Background: an optimization exercise with open tools, aiming at small area, a short achievable clock period and few clock cycles per item. Do not read the settings as production practice. Where RTL was checked, it was by simulation tests only, not by an equivalence proof against the original. Power is estimated from default activity; no workload was simulated.

==> build 85 <==
Design rename_top, start of the top module:
module rename_top (
    input  logic                  clk,
    input  logic                  rst_n,
    input  logic                  in_valid,
    input  rename_pkg::pc_t       in_pc,
    input  rename_pkg::arch_reg_t in_rs1,
    input  rename_pkg::arch_reg_t in_rs2,
    input  rename_pkg::arch_reg_t in_rd,
    output logic                  in_ready,
    output logic                  out_valid,
    input  logic                  out_ready,
    output rename_pkg::pc_t       out_pc,
    output rename_pkg::phys_reg_t out_phys_rs1,
    output rename_pkg::phys_reg_t out_phys_rs2,
    output rename_pkg::phys_reg_t out_phys_rd,
    output rename_pkg::rob_id_t   out_rob_id,
    input  logic                  commit_valid,
    input  rename_pkg::arch_reg_t commit_rd,
    input  rename_pkg::phys_reg_t commit_phys,
    input  logic                  flush
);
==> module recovery_ctrl, before the edit <==
module recovery_ctrl (
    input  logic flush,
    output logic recover
);
    assign recover = flush;
endmodule
==> module alias_table, before the edit <==
module alias_table (
    input  logic [rename_pkg::arch_regs-1:1] gen,
    input  logic [rename_pkg::arch_regs-1:1] pend,
    input  rename_pkg::arch_reg_t lookup_rs1,
    input  rename_pkg::arch_reg_t lookup_rs2,
    input  rename_pkg::arch_reg_t write_rd,
    input  logic                  commit_valid,
    input  rename_pkg::arch_reg_t commit_rd,
    output rename_pkg::phys_reg_t map_rs1,
    output rename_pkg::phys_reg_t map_rs2,
    output rename_pkg::phys_reg_t free_phys,
    output logic                  rd_busy
);
    logic [rename_pkg::arch_regs-1:0] spec_gen;
    logic [rename_pkg::arch_regs-1:0] free_gen;
    logic [rename_pkg::arch_regs-1:0] busy;
    logic                             rd_commit;
    assign spec_gen = {gen ^ pend, 1'b0};
    assign free_gen = {~gen, 1'b0};
    assign busy     = {pend, 1'b0};
    assign map_rs1   = {spec_gen[lookup_rs1], lookup_rs1};
    assign map_rs2   = {spec_gen[lookup_rs2], lookup_rs2};
    assign rd_commit = commit_valid && (commit_rd == write_rd);
    assign free_phys = {free_gen[write_rd] ^ rd_commit, write_rd};
    assign rd_busy   = busy[write_rd] && !rd_commit;
endmodule
==> module free_list, before the edit <==
module free_list (
    input  logic                  clk,
    input  logic                  rst_n,
    input  logic                  recover,
    input  logic                  rat_write,
    input  rename_pkg::arch_reg_t write_rd,
    input  logic                  commit_valid,
    input  rename_pkg::arch_reg_t commit_rd,
    input  rename_pkg::phys_reg_t commit_phys,
    output logic [rename_pkg::arch_regs-1:1] gen,
    output logic [rename_pkg::arch_regs-1:1] pend
);
    always_ff @(posedge clk or negedge rst_n) begin
        if (!rst_n) begin
            gen  <= '0;
            pend <= '0;
        end else begin
            for (int i = 1; i < rename_pkg::arch_regs; i++) begin
                if (commit_valid && commit_rd == rename_pkg::arch_reg_t'(i))
                    gen[i] <= commit_phys[5];
                if (recover)
                    pend[i] <= 1'b0;
                else if (rat_write && write_rd == rename_pkg::arch_reg_t'(i))
                    pend[i] <= 1'b1;
                else if (commit_valid && commit_rd == rename_pkg::arch_reg_t'(i))
                    pend[i] <= 1'b0;
            end
        end
    end
endmodule
==> module rename_stage, before the edit <==
module rename_stage (
    input  logic                  clk,
    input  logic                  rst_n,
    input  logic                  flush,
    input  logic                  in_valid,
    input  rename_pkg::pc_t       in_pc,
    input  rename_pkg::arch_reg_t in_rd,
    output logic                  in_ready,
    output logic                  out_valid,
    input  logic                  out_ready,
    output rename_pkg::pc_t       out_pc,
    output rename_pkg::phys_reg_t out_phys_rs1,
    output rename_pkg::phys_reg_t out_phys_rs2,
    output rename_pkg::phys_reg_t out_phys_rd,
    input  rename_pkg::phys_reg_t map_rs1,
    input  rename_pkg::phys_reg_t map_rs2,
    input  rename_pkg::phys_reg_t free_phys,
    input  logic                  rd_busy,
    input  logic                  id_free,
    output logic                  alloc,
    output logic                  rat_write
);
    logic need_rd;
    logic slot_open;
    assign need_rd   = (in_rd != '0);
    assign slot_open = !out_valid || out_ready;
    assign in_ready  = id_free && slot_open && !rd_busy;
    assign alloc     = in_valid && in_ready && !flush;
    assign rat_write = alloc && need_rd;
    always_ff @(posedge clk or negedge rst_n) begin
        if (!rst_n) begin
            out_valid <= 1'b0;
        end else if (flush) begin
            out_valid <= 1'b0;
        end else if (alloc) begin
            out_valid <= 1'b1;
        end else if (out_ready) begin
            out_valid <= 1'b0;
        end
    end
    always_ff @(posedge clk) begin
        if (slot_open) begin
            out_pc       <= in_pc;
            out_phys_rs1 <= map_rs1;
            out_phys_rs2 <= map_rs2;
            out_phys_rd  <= need_rd ? free_phys : '0;
        end
    end
endmodule
==> module rename_top, before the edit <==
module rename_top (
    input  logic                  clk,
    input  logic                  rst_n,
    input  logic                  in_valid,
    input  rename_pkg::pc_t       in_pc,
    input  rename_pkg::arch_reg_t in_rs1,
    input  rename_pkg::arch_reg_t in_rs2,
    input  rename_pkg::arch_reg_t in_rd,
    output logic                  in_ready,
    output logic                  out_valid,
    input  logic                  out_ready,
    output rename_pkg::pc_t       out_pc,
    output rename_pkg::phys_reg_t out_phys_rs1,
    output rename_pkg::phys_reg_t out_phys_rs2,
    output rename_pkg::phys_reg_t out_phys_rd,
    output rename_pkg::rob_id_t   out_rob_id,
    input  logic                  commit_valid,
    input  rename_pkg::arch_reg_t commit_rd,
    input  rename_pkg::phys_reg_t commit_phys,
    input  logic                  flush
);
    logic                  recover;
    rename_pkg::phys_reg_t map_rs1;
    rename_pkg::phys_reg_t map_rs2;
    rename_pkg::phys_reg_t free_phys;
    logic                  rd_busy;
    logic                  alloc;
    logic                  rat_write;
    logic                  id_free;
    logic [rename_pkg::arch_regs-1:1] gen;
    logic [rename_pkg::arch_regs-1:1] pend;
    recovery_ctrl u_recovery_ctrl (
        .flush   (flush),
        .recover (recover)
    );
    free_list u_free_list (
        .clk          (clk),
        .rst_n        (rst_n),
        .recover      (recover),
        .rat_write    (rat_write),
        .write_rd     (in_rd),
        .commit_valid (commit_valid),
        .commit_rd    (commit_rd),
        .commit_phys  (commit_phys),
        .gen          (gen),
        .pend         (pend)
    );
    alias_table u_alias_table (
        .gen        (gen),
        .pend       (pend),
        .lookup_rs1 (in_rs1),
        .lookup_rs2 (in_rs2),
        .write_rd   (in_rd),
        .commit_valid (commit_valid),
        .commit_rd  (commit_rd),
        .map_rs1    (map_rs1),
        .map_rs2    (map_rs2),
        .free_phys  (free_phys),
        .rd_busy    (rd_busy)
    );
    rob_id_alloc u_rob_id_alloc (
        .clk          (clk),
        .rst_n        (rst_n),
        .flush        (flush),
        .alloc        (alloc),
        .commit_valid (commit_valid),
        .last_id      (out_rob_id),
        .id_free      (id_free)
    );
    rename_stage u_rename_stage (.*);
endmodule
clock: 5.5 ns
lec_check: 0
cap_margin: 20
core_margin: 2
core_utilization: 40
slew_margin: 20
run.sh (not shown) runs the stock make flow with config.mk's settings and CLKGATE_MAP_FILE= SYNTH_SCRIPT=/design/flow/synth_recipe.tcl, a recipe that flattens the netlist after the stock synthesis.
==> trial 28: changes against build 85 <==
--- a/flow/design.v
+++ b/flow/design.v
@@ -12,8 +12,15 @@
 `timescale 1ns/10ps
 module recovery_ctrl (
+    input  logic clk,
+    input  logic rst_n,
     input  logic flush,
+    output logic started,
     output logic recover
 );
-    assign recover = flush;
+    always_ff @(posedge clk or negedge rst_n) begin
+        if (!rst_n) started <= 1'b0;
+        else        started <= 1'b1;
+    end
+    assign recover = flush || !started;
 endmodule
 `timescale 1ns/10ps
@@ -52,11 +59,21 @@
     logic                             rd_commit;
     assign spec_gen = {gen ^ pend, 1'b0};
-    assign free_gen = {~gen, 1'b0};
+    assign free_gen = {~(gen ^ pend), 1'b0};
     assign busy     = {pend, 1'b0};
     assign map_rs1   = {spec_gen[lookup_rs1], lookup_rs1};
     assign map_rs2   = {spec_gen[lookup_rs2], lookup_rs2};
+    assign free_phys = {free_gen[write_rd], write_rd};
+    logic [3:0] rd_lo;
+    logic [7:0] rd_hi;
+    logic [7:0] group_busy;
+    always_comb begin
+        for (int j = 0; j < 4; j++) rd_lo[j] = (write_rd[1:0] == 2'(j));
+        for (int g = 0; g < 8; g++) begin
+            rd_hi[g]      = (write_rd[4:2] == 3'(g));
+            group_busy[g] = |(busy[4*g +: 4] & rd_lo);
+        end
+    end
     assign rd_commit = commit_valid && (commit_rd == write_rd);
-    assign free_phys = {free_gen[write_rd] ^ rd_commit, write_rd};
-    assign rd_busy   = busy[write_rd] && !rd_commit;
+    assign rd_busy   = |(group_busy & rd_hi) && !rd_commit;
 endmodule
 `timescale 1ns/10ps
@@ -76,9 +93,12 @@
         if (!rst_n) begin
             gen  <= '0;
-            pend <= '0;
         end else begin
-            for (int i = 1; i < rename_pkg::arch_regs; i++) begin
+            for (int i = 1; i < rename_pkg::arch_regs; i++)
                 if (commit_valid && commit_rd == rename_pkg::arch_reg_t'(i))
                     gen[i] <= commit_phys[5];
+        end
+    end
+    always_ff @(posedge clk) begin
+            for (int i = 1; i < rename_pkg::arch_regs; i++) begin
                 if (recover)
                     pend[i] <= 1'b0;
@@ -88,5 +108,4 @@
                     pend[i] <= 1'b0;
             end
-        end
     end
 endmodule
@@ -151,5 +170,5 @@
     assign in_ready  = id_free && slot_open && !rd_busy;
     assign alloc     = in_valid && in_ready && !flush;
-    assign rat_write = alloc && need_rd;
+    assign rat_write = in_valid && id_free && slot_open && need_rd;
     always_ff @(posedge clk or negedge rst_n) begin
         if (!rst_n) begin
@@ -168,5 +187,5 @@
             out_phys_rs1 <= map_rs1;
             out_phys_rs2 <= map_rs2;
-            out_phys_rd  <= need_rd ? free_phys : '0;
+            out_phys_rd  <= free_phys;
         end
     end
@@ -204,6 +223,11 @@
     logic [rename_pkg::arch_regs-1:1] gen;
     logic [rename_pkg::arch_regs-1:1] pend;
+    logic                  started;
+    logic                  id_ok;
     recovery_ctrl u_recovery_ctrl (
+        .clk     (clk),
+        .rst_n   (rst_n),
         .flush   (flush),
+        .started (started),
         .recover (recover)
     );
@@ -242,4 +266,26 @@
         .id_free      (id_free)
     );
-    rename_stage u_rename_stage (.*);
-endmodule
+    assign id_ok = id_free && started;
+    rename_stage u_rename_stage (
+        .clk          (clk),
+        .rst_n        (rst_n),
+        .flush        (flush),
+        .in_valid     (in_valid),
+        .in_pc        (in_pc),
+        .in_rd        (in_rd),
+        .in_ready     (in_ready),
+        .out_valid    (out_valid),
+        .out_ready    (out_ready),
+        .out_pc       (out_pc),
+        .out_phys_rs1 (out_phys_rs1),
+        .out_phys_rs2 (out_phys_rs2),
+        .out_phys_rd  (out_phys_rd),
+        .map_rs1      (map_rs1),
+        .map_rs2      (map_rs2),
+        .free_phys    (free_phys),
+        .rd_busy      (rd_busy),
+        .id_free      (id_ok),
+        .alloc        (alloc),
+        .rat_write    (rat_write)
+    );
+endmodule
==> flow/flow/run.sh (new file) <==
#!/bin/bash
# The standard layout, with the resizer free to change a cell's footprint,
# port buffers made of buf_1 cells (the resizer upsizes those that need it)
# and a clock tree of small clock buffers with no dummy loads.
set -euo pipefail
bash standard.sh MATCH_CELL_FOOTPRINT=0 \
    "BUFFER_PORTS_ARGS=-buffer_cell sky130_fd_sc_hd__buf_1" \
    "CTS_ARGS=-sink_clustering_enable -repair_clock_nets -sink_clustering_size 20 -sink_clustering_max_diameter 80 -buf_list {sky130_fd_sc_hd__clkbuf_4 sky130_fd_sc_hd__clkbuf_8} -dont_use_dummy_load" \
    finish > standard_flow.log 2>&1
==> flow/standard.sh (new file) <==
#!/bin/bash
# synth_recipe.tcl (not shown) runs the flow's synth.tcl, then flattens the netlist and writes it again
# the make line also repeats each setting of config.mk as NAME=value (left out here)
make -C /OpenROAD-flow-scripts/flow DESIGN_CONFIG=/design/flow/config.mk WORK_HOME=/design/flow/orfs CLKGATE_MAP_FILE= SYNTH_SCRIPT=/design/flow/synth_recipe.tcl "${@:-finish}"
Settings changed: CORE_UTILIZATION 40 to 60, SETUP_SLACK_MARGIN from default to 2.5.
removed: flow/run.sh
==> trial 54: changes against build 85 <==
--- a/flow/design.v
+++ b/flow/design.v
@@ -12,8 +12,15 @@
 `timescale 1ns/10ps
 module recovery_ctrl (
+    input  logic clk,
+    input  logic rst_n,
     input  logic flush,
+    output logic started,
     output logic recover
 );
-    assign recover = flush;
+    always_ff @(posedge clk or negedge rst_n) begin
+        if (!rst_n) started <= 1'b0;
+        else        started <= 1'b1;
+    end
+    assign recover = flush || !started;
 endmodule
 `timescale 1ns/10ps
@@ -52,11 +59,21 @@
     logic                             rd_commit;
     assign spec_gen = {gen ^ pend, 1'b0};
-    assign free_gen = {~gen, 1'b0};
+    assign free_gen = {~(gen ^ pend), 1'b0};
     assign busy     = {pend, 1'b0};
     assign map_rs1   = {spec_gen[lookup_rs1], lookup_rs1};
     assign map_rs2   = {spec_gen[lookup_rs2], lookup_rs2};
+    assign free_phys = {free_gen[write_rd], write_rd};
+    logic [3:0] rd_lo;
+    logic [7:0] rd_hi;
+    logic [7:0] group_busy;
+    always_comb begin
+        for (int j = 0; j < 4; j++) rd_lo[j] = (write_rd[1:0] == 2'(j));
+        for (int g = 0; g < 8; g++) begin
+            rd_hi[g]      = (write_rd[4:2] == 3'(g));
+            group_busy[g] = |(busy[4*g +: 4] & rd_lo);
+        end
+    end
     assign rd_commit = commit_valid && (commit_rd == write_rd);
-    assign free_phys = {free_gen[write_rd] ^ rd_commit, write_rd};
-    assign rd_busy   = busy[write_rd] && !rd_commit;
+    assign rd_busy   = |(group_busy & rd_hi) && !rd_commit;
 endmodule
 `timescale 1ns/10ps
@@ -76,9 +93,12 @@
         if (!rst_n) begin
             gen  <= '0;
-            pend <= '0;
         end else begin
-            for (int i = 1; i < rename_pkg::arch_regs; i++) begin
+            for (int i = 1; i < rename_pkg::arch_regs; i++)
                 if (commit_valid && commit_rd == rename_pkg::arch_reg_t'(i))
                     gen[i] <= commit_phys[5];
+        end
+    end
+    always_ff @(posedge clk) begin
+            for (int i = 1; i < rename_pkg::arch_regs; i++) begin
                 if (recover)
                     pend[i] <= 1'b0;
@@ -88,5 +108,4 @@
                     pend[i] <= 1'b0;
             end
-        end
     end
 endmodule
@@ -151,5 +170,5 @@
     assign in_ready  = id_free && slot_open && !rd_busy;
     assign alloc     = in_valid && in_ready && !flush;
-    assign rat_write = alloc && need_rd;
+    assign rat_write = in_valid && id_free && slot_open && need_rd;
     always_ff @(posedge clk or negedge rst_n) begin
         if (!rst_n) begin
@@ -168,5 +187,5 @@
             out_phys_rs1 <= map_rs1;
             out_phys_rs2 <= map_rs2;
-            out_phys_rd  <= need_rd ? free_phys : '0;
+            out_phys_rd  <= free_phys;
         end
     end
@@ -204,6 +223,11 @@
     logic [rename_pkg::arch_regs-1:1] gen;
     logic [rename_pkg::arch_regs-1:1] pend;
+    logic                  started;
+    logic                  id_ok;
     recovery_ctrl u_recovery_ctrl (
+        .clk     (clk),
+        .rst_n   (rst_n),
         .flush   (flush),
+        .started (started),
         .recover (recover)
     );
@@ -242,4 +266,26 @@
         .id_free      (id_free)
     );
-    rename_stage u_rename_stage (.*);
-endmodule
+    assign id_ok = id_free && started;
+    rename_stage u_rename_stage (
+        .clk          (clk),
+        .rst_n        (rst_n),
+        .flush        (flush),
+        .in_valid     (in_valid),
+        .in_pc        (in_pc),
+        .in_rd        (in_rd),
+        .in_ready     (in_ready),
+        .out_valid    (out_valid),
+        .out_ready    (out_ready),
+        .out_pc       (out_pc),
+        .out_phys_rs1 (out_phys_rs1),
+        .out_phys_rs2 (out_phys_rs2),
+        .out_phys_rd  (out_phys_rd),
+        .map_rs1      (map_rs1),
+        .map_rs2      (map_rs2),
+        .free_phys    (free_phys),
+        .rd_busy      (rd_busy),
+        .id_free      (id_ok),
+        .alloc        (alloc),
+        .rat_write    (rat_write)
+    );
+endmodule
==> flow/flow/run.sh (new file) <==
#!/bin/bash
set -euo pipefail
bash standard.sh MATCH_CELL_FOOTPRINT=0 \
    "BUFFER_PORTS_ARGS=-buffer_cell sky130_fd_sc_hd__buf_1" \
    "CTS_ARGS=-sink_clustering_enable -repair_clock_nets -sink_clustering_size 40 -sink_clustering_max_diameter 200 -sink_clustering_levels 1 -buf_list {sky130_fd_sc_hd__clkbuf_8 sky130_fd_sc_hd__clkbuf_16} -dont_use_dummy_load" \
    finish > standard_flow.log 2>&1
==> flow/standard.sh (new file) <==
#!/bin/bash
# synth_recipe.tcl (not shown) runs the flow's synth.tcl, then flattens the netlist and writes it again
# the make line also repeats each setting of config.mk as NAME=value (left out here)
make -C /OpenROAD-flow-scripts/flow DESIGN_CONFIG=/design/flow/config.mk WORK_HOME=/design/flow/orfs CLKGATE_MAP_FILE= SYNTH_SCRIPT=/design/flow/synth_recipe.tcl "${@:-finish}"
Settings changed: CORE_UTILIZATION 40 to 50, SETUP_SLACK_MARGIN from default to 2.5.
removed: flow/run.sh
==> comparison table <==
quantity	trial 54	build 85	trial 28
Placed Cells	759	820	744
CTS Root Cell	sky130_fd_sc_hd__clkbuf_16	sky130_fd_sc_hd__clkbuf_16	sky130_fd_sc_hd__clkbuf_8
Portion of netlist area occupied by mux cells	15.8%	17.3%	15.8%
Via total after detailed routing	4629	4777	4758
Xor/xnor share of the synthesized area	6.48%	6.38%	6.48%
Avg Cell Area, Syn	11.5 um2	12.2 um2	11.5 um2
Total routed wire length on the met1 layer	7.15 mm	7.73 mm	6.34 mm
HPWL reported at the end of detailed placement	11.1 mm	12.6 mm	10.8 mm
Worst-case hold path end point	u_free_list.pend[11]$_SDFFE_PP0P_	u_rob_id_alloc.u_head.value[2]$_DFFE_PN0P_	u_free_list.pend[11]$_SDFFE_PP0P_
Peak clock frequency supported by timing	0.263 GHz	0.198 GHz	0.261 GHz
Number of cell instances on the worst register-to-register path	8	7	8
Outcome	no timing/DRC/antenna violations	no timing/DRC/antenna violations	no timing/DRC/antenna violations
Signal buffers	129	129	131
Total net switching power	718 uW	878 uW	681 uW
Std-Cell Core Area	0.0119 mm2	0.0153 mm2	0.00977 mm2
Clock network fraction of total power	33.1%	37.5%	24.4%
Number of gates resized after cts	32	0	28
CP Buf/Inv Count	2	4	2
Layout clock area frac	5.88%	7.38%	3.34%
Most common library cell in the layout ignoring fill and taps	sky130_fd_sc_hd__buf_1	sky130_fd_sc_hd__clkdlybuf4s50_1	sky130_fd_sc_hd__buf_1
Post-Route Hold Slack	0.492 ns	0.526 ns	0.498 ns
Post-route cell area	0.00724 mm2	0.00827 mm2	0.00701 mm2
Sinks on the clock net	122	121	122
Fraction of layout instances using a drive strength above 1	18.0%	18.1%	18.1%
Cell leakage power	0.00275 uW	0.00323 uW	0.00266 uW
Share of final layout cell area taken by non-clock buffers	8.47%	15.0%	8.52%
Testbench counts of trial 28, summed over its fixed seeds: cycles 6,724, items 4,096.
Testbench counts of trial 54, summed over its fixed seeds: cycles 6,724, items 4,096.
For build 85, only the layout was checked, not whether the RTL still works.

[what the ideal ports hide]
The flow's constraints put no driver on any port. The routed layouts listed below were extracted and timed again, unchanged, in two steps.
Step 1, drivers: a clkbuf_16 drives clk and a buf_2 each remaining input, both assumed.
Step 2 adds t to the input delays and takes it off the output delays; t is the mean of the earliest and latest rising clock arrival at the registers after step 1. Input paths then give back, and output paths get back, about the clock's delay inside the block.
Slacks: ideal / step 1 / step 2; pairs: ideal / step 1.
run | shift t [ns] | setup slack, ns | worst setup path at the end | clock arrival spread, ns | worst register clock-pin slew, ns
build 85 | 0.455 | 0.446 / 0.419 / 0.419 | input to output | 0.010 / 0.010 | 0.06 / 0.06
trial 28 | 0.462 | 1.663 / 1.596 / 1.596 | input to output | 0.024 / 0.024 | 0.07 / 0.07
trial 54 | 0.444 | 1.704 / 1.634 / 1.634 | input to output | 0.024 / 0.024 | 0.06 / 0.06
After both steps every run listed still meets setup and hold. For trial 54, which loses most, drivers alone change the setup slack by -0.070 ns; drivers and shift together by -0.070 ns.
